Source: an optimization exercise on an open RTL-to-GDS flow (aim: small area). Production flows keep margins and buffers that such runs may drop. Function was checked by simulation only, so behaviour that the tests miss may differ from the original.

==> inputs of 11-09 <==
## pc_crtc_top
module pc_crtc_top (
   input  logic                I_CLK,
   input  logic                I_RST,
   input  logic                port30_we,
   input  logic                crtc_we,
   input  logic                adr,
   input  logic [7:0]          data,
   input  logic [7:0]          ram_data,
   input  logic                busack,
   output crtc_pkg::vram_adr_t ram_adr,
   output logic                busreq,
   output logic [3:0]          vga_r,
   output logic [3:0]          vga_g,
   output logic [3:0]          vga_b,
   output logic                vga_hs,
   output logic                vga_vs
);
Settings: LEC_CHECK=0, CAP_MARGIN=20, CORE_MARGIN=2, CORE_UTILIZATION=75, SLEW_MARGIN=20; clock period 4.5 ns.
standard.sh (not shown) runs the stock make flow with config.mk's settings and CLKGATE_MAP_FILE= SYNTH_SCRIPT=/design/flow/synth_recipe.tcl, a recipe that flattens the netlist after the stock synthesis.
==> flow/flow/run.sh <==
#!/bin/bash
# The standard layout (standard.sh) with these changes:
#  - synthesis: the standard script, but ABC uses flow/area.abc
#  - CTS: no dummy loads for skew balancing, clkbuf_8 clock buffers in
#    sink clusters of at most 20
#  - port buffers: the smallest buffer cell
set -euo pipefail
here=$(pwd)
export FLOW_SYNTH_TCL="$here/synth_recipe.tcl"
export AREA_ABC_SCRIPT="$here/flow/area.abc"
export CTS_ARGS="-sink_clustering_enable -repair_clock_nets -sink_clustering_size 20 -sink_clustering_max_diameter 50 -buf_list sky130_fd_sc_hd__clkbuf_8 -dont_use_dummy_load"
export BUFFER_PORTS_ARGS="-buffer_cell sky130_fd_sc_hd__buf_1"
bash standard.sh SYNTH_SCRIPT="$here/flow/synth_area.tcl" finish > standard_flow.log 2>&1
==> flow/flow/area.abc <==
&get -n
&st
&syn4
&dch -f
&nf -R 1000 -p
&st
&syn4
&dch -f
&nf -R 1000 -p
&st
&syn4
&dch -f
&nf -R 1000 -p
&put
==> flow/flow/synth_area.tcl <==
# The standard synthesis (synth_recipe.tcl, sourced unchanged) with two
# differences: ABC maps the combinational logic with flow/area.abc, an
# area-recovering script, instead of ORFS's speed script; and the buffers
# on pass-through wires are buf_1 instead of buf_4.  Flip-flops are mapped
# before ABC runs, so the registers are the standard synthesis's.
set ::env(MIN_BUF_CELL_AND_PORTS) "sky130_fd_sc_hd__buf_1 A X"
proc abc {args} {
  set i [lsearch -exact $args -script]
  if {$i >= 0} { lset args [expr {$i + 1}] $::env(AREA_ABC_SCRIPT) }
  yosys abc {*}$args
}
source $::env(FLOW_SYNTH_TCL)
==> 01-05: changes against 11-09 <==
--- a/flow/design.v
+++ b/flow/design.v
@@ -157,63 +157,56 @@
    logic [6:0]  count_q;
    logic        xfer;
    assign xfer = busreq && busack_q;
    always_ff @(posedge I_CLK or posedge I_RST) begin
       if (I_RST) begin
          busreq  <= 1'b0;
+         count_q <= '0;
          base_q  <= 12'(15'h7300 >> 3);
       end else if (frame_end) begin
          busreq  <= 1'b1;
+         count_q <= '0;
          base_q  <= 12'(15'h7300 >> 3);
       end else if (row_end) begin
          busreq  <= 1'b1;
-         base_q  <= base_q + 12'(15'd120 >> 3);
-      end else if (xfer && count_q == 7'd80 - 7'd1) begin
-         busreq  <= 1'b0;
-      end
-   end
-   always_ff @(posedge I_CLK) begin
-      if (frame_end || row_end)
          count_q <= '0;
-      else if (xfer)
+         base_q  <= base_q + 12'(15'd120 >> 3);
+      end else if (xfer) begin
          count_q <= count_q + 7'd1;
+         if (count_q == 7'd80 - 7'd1)
+            busreq <= 1'b0;
+      end
    end
    assign ram_adr = {base_q + {8'd0, count_q[6:3]}, count_q[2:0]};
-   logic [2:1]      p_v;
-   logic [2:1][6:0] p_col;
-   logic            due3;
-   logic            due34;
-   logic            due4;
-   logic [4:0]      g3;
-   logic [4:0]      g4;
+   logic [4:1]      p_v;
+   logic [4:1][6:0] p_col;
    logic [7:0]      rdata_d1;
    logic [7:0]      rdata_d2;
    logic [4:1]      hit;
    logic            ins_v;
    logic [4:0]      ins_g;
    logic [7:0]      wd;
    always_ff @(posedge I_CLK) begin
-      p_v      <= {p_v[1], xfer};
-      p_col    <= {p_col[1], count_q};
-      due3     <= p_v[2] && (p_col[2][1:0] == hcnt_q[1:0] + 2'd1);
-      due34    <= p_v[2] && (p_col[2][1:0] == hcnt_q[1:0] + 2'd2);
-      due4     <= due34;
-      g3       <= p_col[2][6:2];
-      g4       <= g3;
+      p_v      <= {p_v[3:1], xfer};
+      p_col    <= {p_col[3:1], count_q};
       rdata_d1 <= rdata;
       rdata_d2 <= rdata_d1;
    end
-   assign hit[1] = p_v[1] && (p_col[1][1:0] == hcnt_q[1:0]);
-   assign hit[2] = p_v[2] && (p_col[2][1:0] == hcnt_q[1:0]);
-   assign hit[3] = due3;
-   assign hit[4] = due4;
-   assign ins_v = |hit;
-   assign ins_g = ({5{hit[1]}} & p_col[1][6:2]) | ({5{hit[2]}} & p_col[2][6:2]) |
-                  ({5{hit[3]}} & g3) | ({5{hit[4]}} & g4);
-   assign wd    = ({8{hit[1]}} & ram_data) | ({8{hit[2]}} & rdata) |
-                  ({8{hit[3]}} & rdata_d1) | ({8{hit[4]}} & rdata_d2);
+   for (genvar a = 1; a <= 4; a++) begin : g_hit
+      assign hit[a] = p_v[a] && (p_col[a][1:0] == hcnt_q[1:0]);
+   end
+   always_comb begin
+      ins_v = |hit;
+      ins_g = 5'd0;
+      wd    = 8'd0;
+      for (int a = 1; a <= 4; a++) begin
+         ins_g = ins_g | ({5{hit[a]}} & p_col[a][6:2]);
+      end
+      wd = ({8{hit[1]}} & ram_data) | ({8{hit[2]}} & rdata) |
+           ({8{hit[3]}} & rdata_d1) | ({8{hit[4]}} & rdata_d2);
+   end
    logic [19:0][7:0] rs0;
    logic [19:0][7:0] rs1;
    logic [19:0][7:0] rs2;
    logic [19:0][7:0] rs3;
    for (genvar g = 0; g < 20; g++) begin : g_ring
       always_ff @(posedge I_CLK) begin
==> flow/flow/area.abc (replaced) <==
&get -n
&st
&syn4
&dch -f
&nf -R 1000 -p
&st
&syn4
&dch -f
&nf -R 1000 -p
&put
CORE_UTILIZATION = 85   (was 75)
==> notes.md <==
Starting Density: 11-09 75.6%; 01-05 86.5%
Die width: 11-09 173 um; 01-05 164 um
Most instantiated library cell after synthesis: 11-09 sky130_fd_sc_hd__dfxtp_1; 01-05 sky130_fd_sc_hd__dfxtp_1
Syn avg cell area: 11-09 12.4 um^2; 01-05 12.3 um^2
Share of the synthesized area in the top cell type: 11-09 66.9%; 01-05 66.0%
Syn nets: 11-09 1777; 01-05 1805
Routability congestion estimate: 11-09 0.948; 01-05 0.984
Fraction of registers with async set or reset after synthesis: 11-09 8.34%; 01-05 9.19%
Area share of fa/ha/maj cells after synthesis: 11-09 1.43%; 01-05 1.42%
Flop and latch count out of synthesis: 11-09 791; 01-05 794
Most used flip-flop cell after synthesis: 11-09 sky130_fd_sc_hd__dfxtp_1; 01-05 sky130_fd_sc_hd__dfxtp_1
Number of core rows: 11-09 62; 01-05 58
Area leader, netlist: 11-09 sky130_fd_sc_hd__dfxtp_1; 01-05 sky130_fd_sc_hd__dfxtp_1
Cells after synthesis: 11-09 1731; 01-05 1759
I/O Buffers: 11-09 51; 01-05 51
Sequential-to-total area share from yosys stat: 11-09 75.3%; 01-05 75.2%
Synthesized-area fraction occupied by ao, oa, aoi and oai cells: 11-09 9.52%; 01-05 9.69%
Post-synth EDFFs: 11-09 5; 01-05 5
Post-synth design cell area: 11-09 21500 um^2; 01-05 21700 um^2
Half-perimeter wire length of the detailed placement result: 11-09 31.0 mm; 01-05 38.0 mm
Synth warn: 11-09 1; 01-05 1
Multiplexer share of the synthesized area: 11-09 0.819%; 01-05 0.761%
Area share of and/or/nand/nor cells after synthesis: 11-09 9.43%; 01-05 9.69%
Die Height: 11-09 173 um; 01-05 164 um
Run status: 11-09 complete, no violations; 01-05 did not finish
Last stage reached: 11-09 -; 01-05 detailed placement
Share of the synthesized netlist area taken by xor and xnor gates: 11-09 2.77%; 01-05 2.58%
Library cells used by synthesis: 11-09 52; 01-05 52

-- re-timing with driven ports --
The results above use ideal ports. As a check the final layout listed here was re-extracted and re-timed, cells and wires unchanged. Step 1, drivers: a clkbuf_16 drives I_CLK and a buf_2 each remaining input, both assumed. Step 2 adds t to the input delays and takes it off the output delays; t is the mean of the earliest and latest rising clock arrival at the registers after step 1. Input paths then give back, and output paths get back, about the clock's delay inside the block. Slacks: no drivers / after step 1 / after step 2; pairs: no drivers / after step 1.
run: 11-09
t (ns): 0.627
setup slack, ns: 0.962 / 0.912 / 1.173
worst register clock-pin slew, ns: 0.12 / 0.12
After both steps setup and hold are still met in 11-09. The setup slack of 11-09 moves by -0.050 ns with the drivers and by +0.211 ns with both steps.
